This is an optimization exercise on Yosys and OpenROAD, whose aim is small area, not a production implementation.
At most, simulation tests tie the RTL to the original design; equivalence was not proved.
No activity file was given, so power comes from the tool's default toggle rates.

==> module enemy_pool, before the edit <==
module enemy_pool
(
	input  logic       CLK,
	input  logic       RESET,
	input  logic [5:0] tick_cnt,
	input  logic       started,
	input  logic       probe_valid,
	input  logic [3:0] probe_heading,
	input  logic [8:0] probe_dist,
	input  logic [1:0] probe_weapon,
	output logic       hit,
	output logic       kill,
	output logic [1:0] kill_type
);
	localparam int N = 8;
	logic [17:0] ring [N];
	logic [15:0] lfsr;
	logic        spawned;
	logic [N-1:0] match;
	logic [N-1:0] sel;
	logic [4:0]   hcode;
	logic [3:0]   health;
	logic [3:0]   damage;
	logic [4:0]   newcode;
	logic [17:0]  wr;
	function automatic logic [1:0] code_type(logic [4:0] c);
		if (c[4])
			code_type = 2'd3;
		else if (!c[3])
			code_type = 2'd0;
		else if (!c[2])
			code_type = 2'd1;
		else
			code_type = 2'd2;
	endfunction
	function automatic logic [3:0] code_health(logic [4:0] c);
		if (c[4])
			code_health = c[3:0];
		else if (!c[3])
			code_health = {1'b0, c[2:0]};
		else
			code_health = {2'b00, c[1:0]};
	endfunction
	function automatic logic [4:0] spawn_code(logic [1:0] t);
		case (t)
			2'd0:    spawn_code = 5'b00110;
			2'd1:    spawn_code = 5'b01011;
			2'd2:    spawn_code = 5'b01110;
			default: spawn_code = 5'b11111;
		endcase
	endfunction
	function automatic logic [3:0] enemy_speed(logic [1:0] t);
		case (t)
			2'd0:    enemy_speed = 4'd3;
			2'd1:    enemy_speed = 4'd4;
			2'd2:    enemy_speed = 4'd5;
			default: enemy_speed = 4'd1;
		endcase
	endfunction
	function automatic logic [8:0] range_of(logic [3:0] h);
		if (h[1:0] == 2'b00)
			range_of = 9'd240;
		else if (!h[0])
			range_of = 9'd340;
		else
			range_of = 9'd260;
	endfunction
	function automatic logic le9(logic [8:0] a, logic [8:0] b);
		logic gt;
		gt = 1'b0;
		for (int i = 0; i < 9; i++)
			gt = (a[i] & ~b[i]) | (a[i] & gt) | (~b[i] & gt);
		le9 = ~gt;
	endfunction
	always_comb begin
		logic [2:0] start;
		logic       found;
		start = 3'(-tick_cnt[2:0]);    
		for (int p = 0; p < N; p++)
			match[p] = probe_valid && (ring[p][17:13] != 5'd0) &&
				(ring[p][12:9] == probe_heading) && le9(ring[p][8:0], probe_dist);
		begin
			logic [N-1:0] hi;
			logic [N-1:0] pick;
			for (int i = 0; i < N; i++)
				hi[i] = match[i] && (3'(i) >= start);
			pick = (hi != '0) ? hi : match;
			for (int i = 0; i < N; i++) begin
				sel[i] = pick[i];
				for (int j = 0; j < i; j++)
					if (pick[j])
						sel[i] = 1'b0;
			end
			found = (match != '0);
		end
		hit = found;
		hcode = '0;
		for (int p = 0; p < N; p++)
			if (sel[p])
				hcode = hcode | ring[p][17:13];
	end
	always_comb begin
		case (probe_weapon)
			2'd0:    damage = 4'd2;
			2'd1:    damage = 4'd3;
			default: damage = 4'd9;
		endcase
	end
	assign health = code_health(hcode);
	assign kill = hit && (damage >= health);
	assign kill_type = code_type(hcode);
	assign newcode = kill ? 5'd0 : 5'(hcode - {1'b0, damage});
	always_comb begin
		logic       spawn;
		logic [4:0] c;
		logic [3:0] h;
		logic [8:0] d;
		spawn = (ring[0][17:13] == 5'd0) && !spawned;
		c = spawn ? spawn_code(lfsr[5:4]) : ring[0][17:13];
		h = spawn ? lfsr[3:0] : ring[0][12:9];
		d = spawn ? range_of(lfsr[3:0]) : ring[0][8:0];
		wr = {(d < 9'd15) ? 5'd0 : c, h, 9'(d - {5'd0, enemy_speed(code_type(c))})};
	end
	logic pass;
	assign pass = (tick_cnt[5:3] == 3'd3);    
	always_ff @(posedge CLK) begin
		for (int p = 0; p < N - 1; p++) begin
			ring[p] <= ring[p + 1];
			if (sel[p + 1])
				ring[p][17:13] <= newcode;
		end
		if (sel[0])
			ring[N - 1] <= {newcode, ring[0][12:0]};
		else if (pass)
			ring[N - 1] <= wr;
		else if (!started && !tick_cnt[5])
			ring[N - 1] <= {5'd0, ring[0][12:0]};
		else
			ring[N - 1] <= ring[0];
	end
	always_ff @(posedge CLK) begin
		if (tick_cnt == 6'd23)
			spawned <= 1'b0;
		else if (pass && ring[0][17:13] == 5'd0)
			spawned <= 1'b1;
	end
	always_ff @(posedge CLK) begin
		if (RESET)
			lfsr <= 16'hace1;
		else if (tick_cnt == 6'd31)
			lfsr <= {lfsr[14:0], lfsr[15] ^ lfsr[13] ^ lfsr[12] ^ lfsr[10]};
	end
endmodule
Settings: LEC_CHECK=0, CAP_MARGIN=20, CORE_MARGIN=2, CORE_UTILIZATION=60, CTS_BUF_LIST=sky130_fd_sc_hd__clkbuf_8, CTS_CLUSTER_DIAMETER=50, CTS_CLUSTER_SIZE=20, SLEW_MARGIN=20; clock period 20.0 ns.
run.sh (not shown) runs the stock make flow with config.mk's settings and CLKGATE_MAP_FILE= SYNTH_SCRIPT=/design/flow/synth_recipe.tcl, a recipe that flattens the netlist after the stock synthesis.
Change:
--- a/flow/design.v
+++ b/flow/design.v
@@ -267,6 +267,7 @@
 	logic [3:0]   health;
 	logic [3:0]   damage;
-	logic [4:0]   newcode;
+	logic [3:0]   newcode;    
 	logic [17:0]  wr;
+	logic [4:0]   cur_code;
 	function automatic logic [1:0] code_type(logic [4:0] c);
 		if (c[4])
@@ -287,4 +288,7 @@
 			code_health = {2'b00, c[1:0]};
 	endfunction
+	function automatic logic code_live(logic [4:0] c);
+		code_live = (code_health(c) != 4'd0);
+	endfunction
 	function automatic logic [4:0] spawn_code(logic [1:0] t);
 		case (t)
@@ -323,5 +327,5 @@
 		start = 3'(-tick_cnt[2:0]);    
 		for (int p = 0; p < N; p++)
-			match[p] = probe_valid && (ring[p][17:13] != 5'd0) &&
+			match[p] = probe_valid && code_live(ring[p][17:13]) &&
 				(ring[p][12:9] == probe_heading) && le9(ring[p][8:0], probe_dist);
 		begin
@@ -355,5 +359,6 @@
 	assign kill = hit && (damage >= health);
 	assign kill_type = code_type(hcode);
-	assign newcode = kill ? 5'd0 : 5'(hcode - {1'b0, damage});
+	assign newcode = kill ? (hcode[3:0] & ~(hcode[4] ? 4'b1111 : hcode[3] ? 4'b0011 : 4'b0111)) :
+		4'(hcode[3:0] - damage);
 	always_comb begin
 		logic       spawn;
@@ -361,10 +366,11 @@
 		logic [3:0] h;
 		logic [8:0] d;
-		spawn = (ring[0][17:13] == 5'd0) && !spawned;
-		c = spawn ? spawn_code(lfsr[5:4]) : ring[0][17:13];
+		spawn = !code_live(cur_code) && !spawned;
+		c = spawn ? spawn_code(lfsr[5:4]) : cur_code;
 		h = spawn ? lfsr[3:0] : ring[0][12:9];
 		d = spawn ? range_of(lfsr[3:0]) : ring[0][8:0];
 		wr = {(d < 9'd15) ? 5'd0 : c, h, 9'(d - {5'd0, enemy_speed(code_type(c))})};
 	end
+	assign cur_code = started ? ring[0][17:13] : 5'd0;
 	logic pass;
 	assign pass = (tick_cnt[5:3] == 3'd3);    
@@ -373,12 +379,10 @@
 			ring[p] <= ring[p + 1];
 			if (sel[p + 1])
-				ring[p][17:13] <= newcode;
+				ring[p][16:13] <= newcode;
 		end
 		if (sel[0])
-			ring[N - 1] <= {newcode, ring[0][12:0]};
+			ring[N - 1] <= {ring[0][17], newcode, ring[0][12:0]};
 		else if (pass)
 			ring[N - 1] <= wr;
-		else if (!started && !tick_cnt[5])
-			ring[N - 1] <= {5'd0, ring[0][12:0]};
 		else
 			ring[N - 1] <= ring[0];
@@ -387,5 +391,5 @@
 		if (tick_cnt == 6'd23)
 			spawned <= 1'b0;
-		else if (pass && ring[0][17:13] == 5'd0)
+		else if (pass && !code_live(cur_code))
 			spawned <= 1'b1;
 	end
- The new run finished with timing, DRC and antenna clean
- worst hold slack gets better by 0.0068 ns
- count of clock-buffer cells in the layout fell by 5
- final area rose by 0.84%
- routed wire length rose by 6.9%
- final cell count stays flat
No functional check of the RTL was part of the second run of this note.


Setup of the previous run:
shooter_top, a different RTL version from the one above (not shown whole).
Size in the first run: roughly 1500 cells after synthesis, ~36 I/O pins, roughly 17000 sq um of cells after synthesis.
==> module bullet_pool, before the edit <==
module bullet_pool
(
	input  logic       CLK,
	input  logic [5:0] tick_cnt,
	input  logic       started,
	input  logic       fire_take,
	input  logic [1:0] weapon,
	input  logic [3:0] heading,
	input  logic       hit,
	output logic       probe_valid,
	output logic [3:0] probe_heading,
	output logic [8:0] probe_dist,
	output logic [1:0] probe_weapon
);
	localparam int NA = 16;
	localparam int NB = 4;
	localparam logic [7:0] DOOMED = 8'd64;
	logic [11:0] ring_a [NA];
	logic [11:0] ring_b [NB];
	logic [3:0] shot_head;
	logic [1:0] shot_wpn;
	logic [2:0] kidx;       
	logic        sweep;
	logic        in_b;
	logic [11:0] cur;
	logic [7:0]  code;
	logic        fill;
	logic [7:0]  pcode;
	logic        last;
	logic [7:0]  ncode;
	logic [11:0] wr;
	function automatic logic [3:0] shot_ofs(logic [2:0] k);
		case (k)
			3'd0:    shot_ofs = 4'd2;
			3'd1:    shot_ofs = 4'd14;
			3'd2:    shot_ofs = 4'd1;
			3'd3:    shot_ofs = 4'd15;
			default: shot_ofs = 4'd0;
		endcase
	endfunction
	function automatic logic [2:0] first_shot(logic [1:0] w);
		case (w)
			2'd0:    first_shot = 3'd0;
			2'd1:    first_shot = 3'd2;
			default: first_shot = 3'd4;
		endcase
	endfunction
	function automatic logic [7:0] first_code(logic [1:0] w);
		case (w)
			2'd0:    first_code = 8'd1;
			2'd1:    first_code = 8'd65;
			default: first_code = 8'd161;
		endcase
	endfunction
	function automatic logic [1:0] code_wpn(logic [7:0] c);
		if (c[7] && (c[6] || c[5]))
			code_wpn = 2'd2;
		else if (c[7] || c[6])
			code_wpn = 2'd1;
		else
			code_wpn = 2'd0;
	endfunction
	function automatic logic [8:0] code_dist(logic [7:0] c);
		case (code_wpn(c))
			2'd0:    code_dist = 9'(7 * {3'd0, c[5:0]});
			2'd1:    code_dist = 9'(5 * {1'b0, c} + 192);
			default: code_dist = 9'({c[6:0], 2'b00} + 9'd384);
		endcase
	endfunction
	function automatic logic [8:0] range_of(logic [3:0] h);
		if (h[1:0] == 2'b00)
			range_of = 9'd240;
		else if (!h[0])
			range_of = 9'd340;
		else
			range_of = 9'd260;
	endfunction
	assign sweep = started && (tick_cnt >= 6'd3) && (tick_cnt <= 6'd22);
	assign in_b = (tick_cnt >= 6'd19);
	assign cur = in_b ? ring_b[0] : ring_a[0];
	assign code = cur[11:4];
	assign fill = (code == 8'd0) && (kidx < 3'd5);
	always_comb begin
		if (fill) begin
			probe_valid = sweep;
			probe_heading = shot_head + shot_ofs(kidx);
			pcode = first_code(shot_wpn);
		end else begin
			probe_valid = sweep && (code != 8'd0) && (code != DOOMED);
			probe_heading = cur[3:0];
			pcode = code;
		end
		probe_weapon = code_wpn(pcode);
		probe_dist = code_dist(pcode);
	end
	assign last = (probe_dist >= range_of(probe_heading));
	assign ncode = last ? DOOMED : pcode + 8'd1;
	assign wr = {(probe_valid && !hit) ? ncode : 8'd0, probe_heading};
	always_ff @(posedge CLK) begin
		for (int i = 0; i < NA - 1; i++)
			ring_a[i] <= ring_a[i + 1];
		for (int i = 0; i < NB - 1; i++)
			ring_b[i] <= ring_b[i + 1];
		if (!started) begin
			ring_a[NA - 1] <= {8'd0, ring_a[0][3:0]};
			ring_b[NB - 1] <= {8'd0, ring_b[0][3:0]};
		end else begin
			ring_a[NA - 1] <= (sweep && !in_b) ? wr : ring_a[0];
			ring_b[NB - 1] <= (sweep && in_b) ? wr : ring_b[0];
		end
	end
	always_ff @(posedge CLK) begin
		if (started && tick_cnt == 6'd0) begin
			shot_head <= heading;
			shot_wpn <= weapon;
			kidx <= fire_take ? first_shot(weapon) : 3'd5;
		end else if (sweep && fill) begin
			kidx <= kidx + 3'd1;
		end
	end
endmodule
==> module shooter_top, before the edit <==
module shooter_top #(
	parameter int TICK_CYCLES = 64,
	parameter int BULLET_SLOTS = 20,
	parameter int ENEMY_SLOTS = 8
) (
	input  logic                   CLK,
	input  logic                   RESET,
	input  logic                   fire,
	input  logic                   rotate_cw,
	input  logic                   rotate_ccw,
	input  logic                   weapon_switch,
	output shooter_pkg::heading_t  heading,
	output logic [1:0] weapon,
	output shooter_pkg::bcd_score_t score_bcd,
	output logic                   kill,
	output logic [1:0]  kill_type,
	output logic                   step_done
);
	logic       fire_pending;
	logic       fire_take;
	logic [5:0] tick_cnt;
	logic       started;
	logic       probe_valid;
	logic [3:0] probe_heading;
	logic [8:0] probe_dist;
	logic [1:0] probe_weapon;
	logic       hit;
	pilot_controls u_pilot_controls (
		.CLK(CLK), .RESET(RESET),
		.fire(fire), .rotate_cw(rotate_cw), .rotate_ccw(rotate_ccw),
		.weapon_switch(weapon_switch), .fire_take(fire_take),
		.heading(heading), .weapon(weapon), .fire_pending(fire_pending)
	);
	step_sequencer u_step_sequencer (
		.CLK(CLK), .RESET(RESET),
		.tick_cnt(tick_cnt), .started(started), .step_done(step_done)
	);
	assign fire_take = started && (tick_cnt == 6'd0) && fire_pending;
	bullet_pool u_bullet_pool (
		.CLK(CLK), .tick_cnt(tick_cnt), .started(started),
		.fire_take(fire_take), .weapon(weapon), .heading(heading), .hit(hit),
		.probe_valid(probe_valid), .probe_heading(probe_heading),
		.probe_dist(probe_dist), .probe_weapon(probe_weapon)
	);
	enemy_pool u_enemy_pool (
		.CLK(CLK), .RESET(RESET), .tick_cnt(tick_cnt), .started(started),
		.probe_valid(probe_valid), .probe_heading(probe_heading),
		.probe_dist(probe_dist), .probe_weapon(probe_weapon),
		.hit(hit), .kill(kill), .kill_type(kill_type)
	);
	score_keeper u_score_keeper (
		.CLK(CLK), .RESET(RESET),
		.fire_take(fire_take), .kill(kill), .kill_type(kill_type),
		.score_bcd(score_bcd)
	);
endmodule
==> flow/config.mk <==
export PLATFORM = sky130hd
export DESIGN_NAME = shooter_top
export DESIGN_NICKNAME = shooter_top
export VERILOG_FILES = /design/flow/design.v
export SDC_FILE = /design/flow/constraint.sdc
export NUM_CORES = 4
export LEC_CHECK = 0
export CAP_MARGIN = 20
export CORE_MARGIN = 2
export CORE_UTILIZATION = 60
export CTS_BUF_LIST = sky130_fd_sc_hd__clkbuf_4
export CTS_CLUSTER_DIAMETER = 40
export CTS_CLUSTER_SIZE = 10
export SLEW_MARGIN = 20
export SYNTH_HIERARCHICAL = 1
==> flow/constraint.sdc <==
create_clock -name core_clock -period 20.0 [get_ports {CLK}]
set_input_delay 4.0000 -clock core_clock [delete_from_list [all_inputs] [get_ports {CLK}]]
set_output_delay 4.0000 -clock core_clock [all_outputs]
set_load 0.01 [all_outputs]
standard.sh (not shown) runs the stock make flow with config.mk's settings and CLKGATE_MAP_FILE= SYNTH_SCRIPT=/design/flow/synth_recipe.tcl, a recipe that flattens the netlist after the stock synthesis.
==> flow/flow/run.sh <==
#!/bin/bash
# The standard layout with two changes: clock tree synthesis adds no dummy
# loads, and the port buffers are the smallest buffer. CTS_ARGS repeats
# config.mk's CTS_* values, which it replaces.
set -euo pipefail
export CTS_ARGS="-sink_clustering_enable -repair_clock_nets -sink_clustering_size 10 -sink_clustering_max_diameter 40 -buf_list sky130_fd_sc_hd__clkbuf_4 -dont_use_dummy_load"
export BUFFER_PORTS_ARGS="-buffer_cell sky130_fd_sc_hd__buf_1"
bash standard.sh > standard_flow.log 2>&1
The previous run went all the way through synthesis, placement and routing and the layout is clean on timing, DRC and antenna.
### the previous run -> the current run
--- a/flow/design.v
+++ b/flow/design.v
@@ -114,8 +114,9 @@
 `default_nettype none
 module bullet_pool
 (
 	input  logic       CLK,
+	input  logic       RESET,
 	input  logic [5:0] tick_cnt,
 	input  logic       started,
 	input  logic       fire_take,
 	input  logic [1:0] weapon,
@@ -133,13 +134,15 @@
 	logic [11:0] ring_b [NB];
 	logic [3:0] shot_head;
 	logic [1:0] shot_wpn;
 	logic [2:0] kidx;       
+	logic       swept;      
 	logic        sweep;
 	logic        in_b;
 	logic [11:0] cur;
 	logic [7:0]  code;
 	logic        fill;
+	logic        is_free;
 	logic [7:0]  pcode;
 	logic        last;
 	logic [7:0]  ncode;
 	logic [11:0] wr;
@@ -192,16 +195,17 @@
 	assign sweep = started && (tick_cnt >= 6'd3) && (tick_cnt <= 6'd22);
 	assign in_b = (tick_cnt >= 6'd19);
 	assign cur = in_b ? ring_b[0] : ring_a[0];
 	assign code = cur[11:4];
-	assign fill = (code == 8'd0) && (kidx < 3'd5);
+	assign is_free = !swept || (code == 8'd0);    
+	assign fill = is_free && (kidx < 3'd5);
 	always_comb begin
 		if (fill) begin
 			probe_valid = sweep;
 			probe_heading = shot_head + shot_ofs(kidx);
 			pcode = first_code(shot_wpn);
 		end else begin
-			probe_valid = sweep && (code != 8'd0) && (code != DOOMED);
+			probe_valid = sweep && !is_free && (code != DOOMED);
 			probe_heading = cur[3:0];
 			pcode = code;
 		end
 		probe_weapon = code_wpn(pcode);
@@ -214,15 +218,16 @@
 		for (int i = 0; i < NA - 1; i++)
 			ring_a[i] <= ring_a[i + 1];
 		for (int i = 0; i < NB - 1; i++)
 			ring_b[i] <= ring_b[i + 1];
-		if (!started) begin
-			ring_a[NA - 1] <= {8'd0, ring_a[0][3:0]};
-			ring_b[NB - 1] <= {8'd0, ring_b[0][3:0]};
-		end else begin
-			ring_a[NA - 1] <= (sweep && !in_b) ? wr : ring_a[0];
-			ring_b[NB - 1] <= (sweep && in_b) ? wr : ring_b[0];
-		end
+		ring_a[NA - 1] <= (sweep && !in_b) ? wr : ring_a[0];
+		ring_b[NB - 1] <= (sweep && in_b) ? wr : ring_b[0];
+	end
+	always_ff @(posedge CLK) begin
+		if (RESET)
+			swept <= 1'b0;
+		else if (started && tick_cnt == 6'd23)
+			swept <= 1'b1;
 	end
 	always_ff @(posedge CLK) begin
 		if (started && tick_cnt == 6'd0) begin
 			shot_head <= heading;
@@ -347,35 +352,34 @@
 	assign health = code_health(hcode);
 	assign kill = hit && (damage >= health);
 	assign kill_type = code_type(hcode);
 	assign newcode = kill ? 5'd0 : 5'(hcode - {1'b0, damage});
+	logic pass;
+	assign pass = (tick_cnt[5:3] == 3'd3);    
 	always_comb begin
 		logic       spawn;
 		logic [4:0] c;
 		logic [3:0] h;
 		logic [8:0] d;
-		spawn = (ring[0][17:13] == 5'd0) && !spawned;
+		spawn = pass && (ring[0][17:13] == 5'd0) && !spawned;
 		c = spawn ? spawn_code(lfsr[5:4]) : ring[0][17:13];
 		h = spawn ? lfsr[3:0] : ring[0][12:9];
 		d = spawn ? range_of(lfsr[3:0]) : ring[0][8:0];
-		wr = {(d < 9'd15) ? 5'd0 : c, h, 9'(d - {5'd0, enemy_speed(code_type(c))})};
+		wr = {(pass && d < 9'd15) ? 5'd0 : c, h,
+			9'(d - (pass ? {5'd0, enemy_speed(code_type(c))} : 9'd0))};
 	end
-	logic pass;
-	assign pass = (tick_cnt[5:3] == 3'd3);    
 	always_ff @(posedge CLK) begin
 		for (int p = 0; p < N - 1; p++) begin
 			ring[p] <= ring[p + 1];
 			if (sel[p + 1])
 				ring[p][17:13] <= newcode;
 		end
 		if (sel[0])
 			ring[N - 1] <= {newcode, ring[0][12:0]};
-		else if (pass)
-			ring[N - 1] <= wr;
-		else if (!started && !tick_cnt[5])
+		else if (!started && !tick_cnt[5] && !pass)
 			ring[N - 1] <= {5'd0, ring[0][12:0]};
 		else
-			ring[N - 1] <= ring[0];
+			ring[N - 1] <= wr;
 	end
 	always_ff @(posedge CLK) begin
 		if (tick_cnt == 6'd23)
 			spawned <= 1'b0;
@@ -492,9 +496,9 @@
 		.tick_cnt(tick_cnt), .started(started), .step_done(step_done)
 	);
 	assign fire_take = started && (tick_cnt == 6'd0) && fire_pending;
 	bullet_pool u_bullet_pool (
-		.CLK(CLK), .tick_cnt(tick_cnt), .started(started),
+		.CLK(CLK), .RESET(RESET), .tick_cnt(tick_cnt), .started(started),
 		.fire_take(fire_take), .weapon(weapon), .heading(heading), .hit(hit),
 		.probe_valid(probe_valid), .probe_heading(probe_heading),
 		.probe_dist(probe_dist), .probe_weapon(probe_weapon)
 	);
==> comparison <==
- The current run vs the previous run, dominant combinational cell family by area after synthesis: simple AND/OR/NAND/NOR gates vs compound AO/OA/AOI/OAI gates
- The static leakage power of the current run was superior to that of the previous run.
- [compare] base=the previous run new=the current run: post-route worst setup slack up 0.49 ns; number of buffers and inverters on the critical path up 1.
- Looking at final period utilization, the current run sits below the previous run.
- The current run: total power higher than the previous run
- | tap cell instance count | the previous run vs the current run | ≈ equal |
- There was hardly any difference in post-route cell area between the previous run and the current run.
- [compare] base=the previous run new=the current run: count of cell types in the netlist lost about 4.6%, total length of routed wires picked up an extra about 1%.

-- separate check: timing with driven ports --
Ports are ideal in the flow. The routed layouts listed here were re-timed in OpenROAD. Step 1: set_driving_cell puts a clkbuf_16 on CLK and a buf_2 on each other input, an assumption about the parent block. Step 2 times the ports against the registers' clock, not the clock port: input delays grow and output delays shrink by t, the midpoint of the rising clock arrivals with the driver on. Three values: ideal, step 1, step 2; two values: the first two.
run | t, ns | setup WS [ns] | worst setup path after step 2 | clock arrival spread, ns | slew at the worst register clock pin (ns)
the first run of note 1 | 0.603 | 4.505 / 4.505 / 4.505 | register to register | 0.031 / 0.031 | 0.11 / 0.11
the second run of note 1 | 0.630 | 4.048 / 4.048 / 4.048 | register to register | 0.034 / 0.034 | 0.11 / 0.11
the previous run | 0.726 | 4.599 / 4.552 / 5.278 | register to output | 0.067 / 0.067 | 0.11 / 0.11
the current run | 0.723 | 5.093 / 5.047 / 5.769 | register to output | 0.113 / 0.113 | 0.11 / 0.11
After both steps every run listed still meets setup and hold.
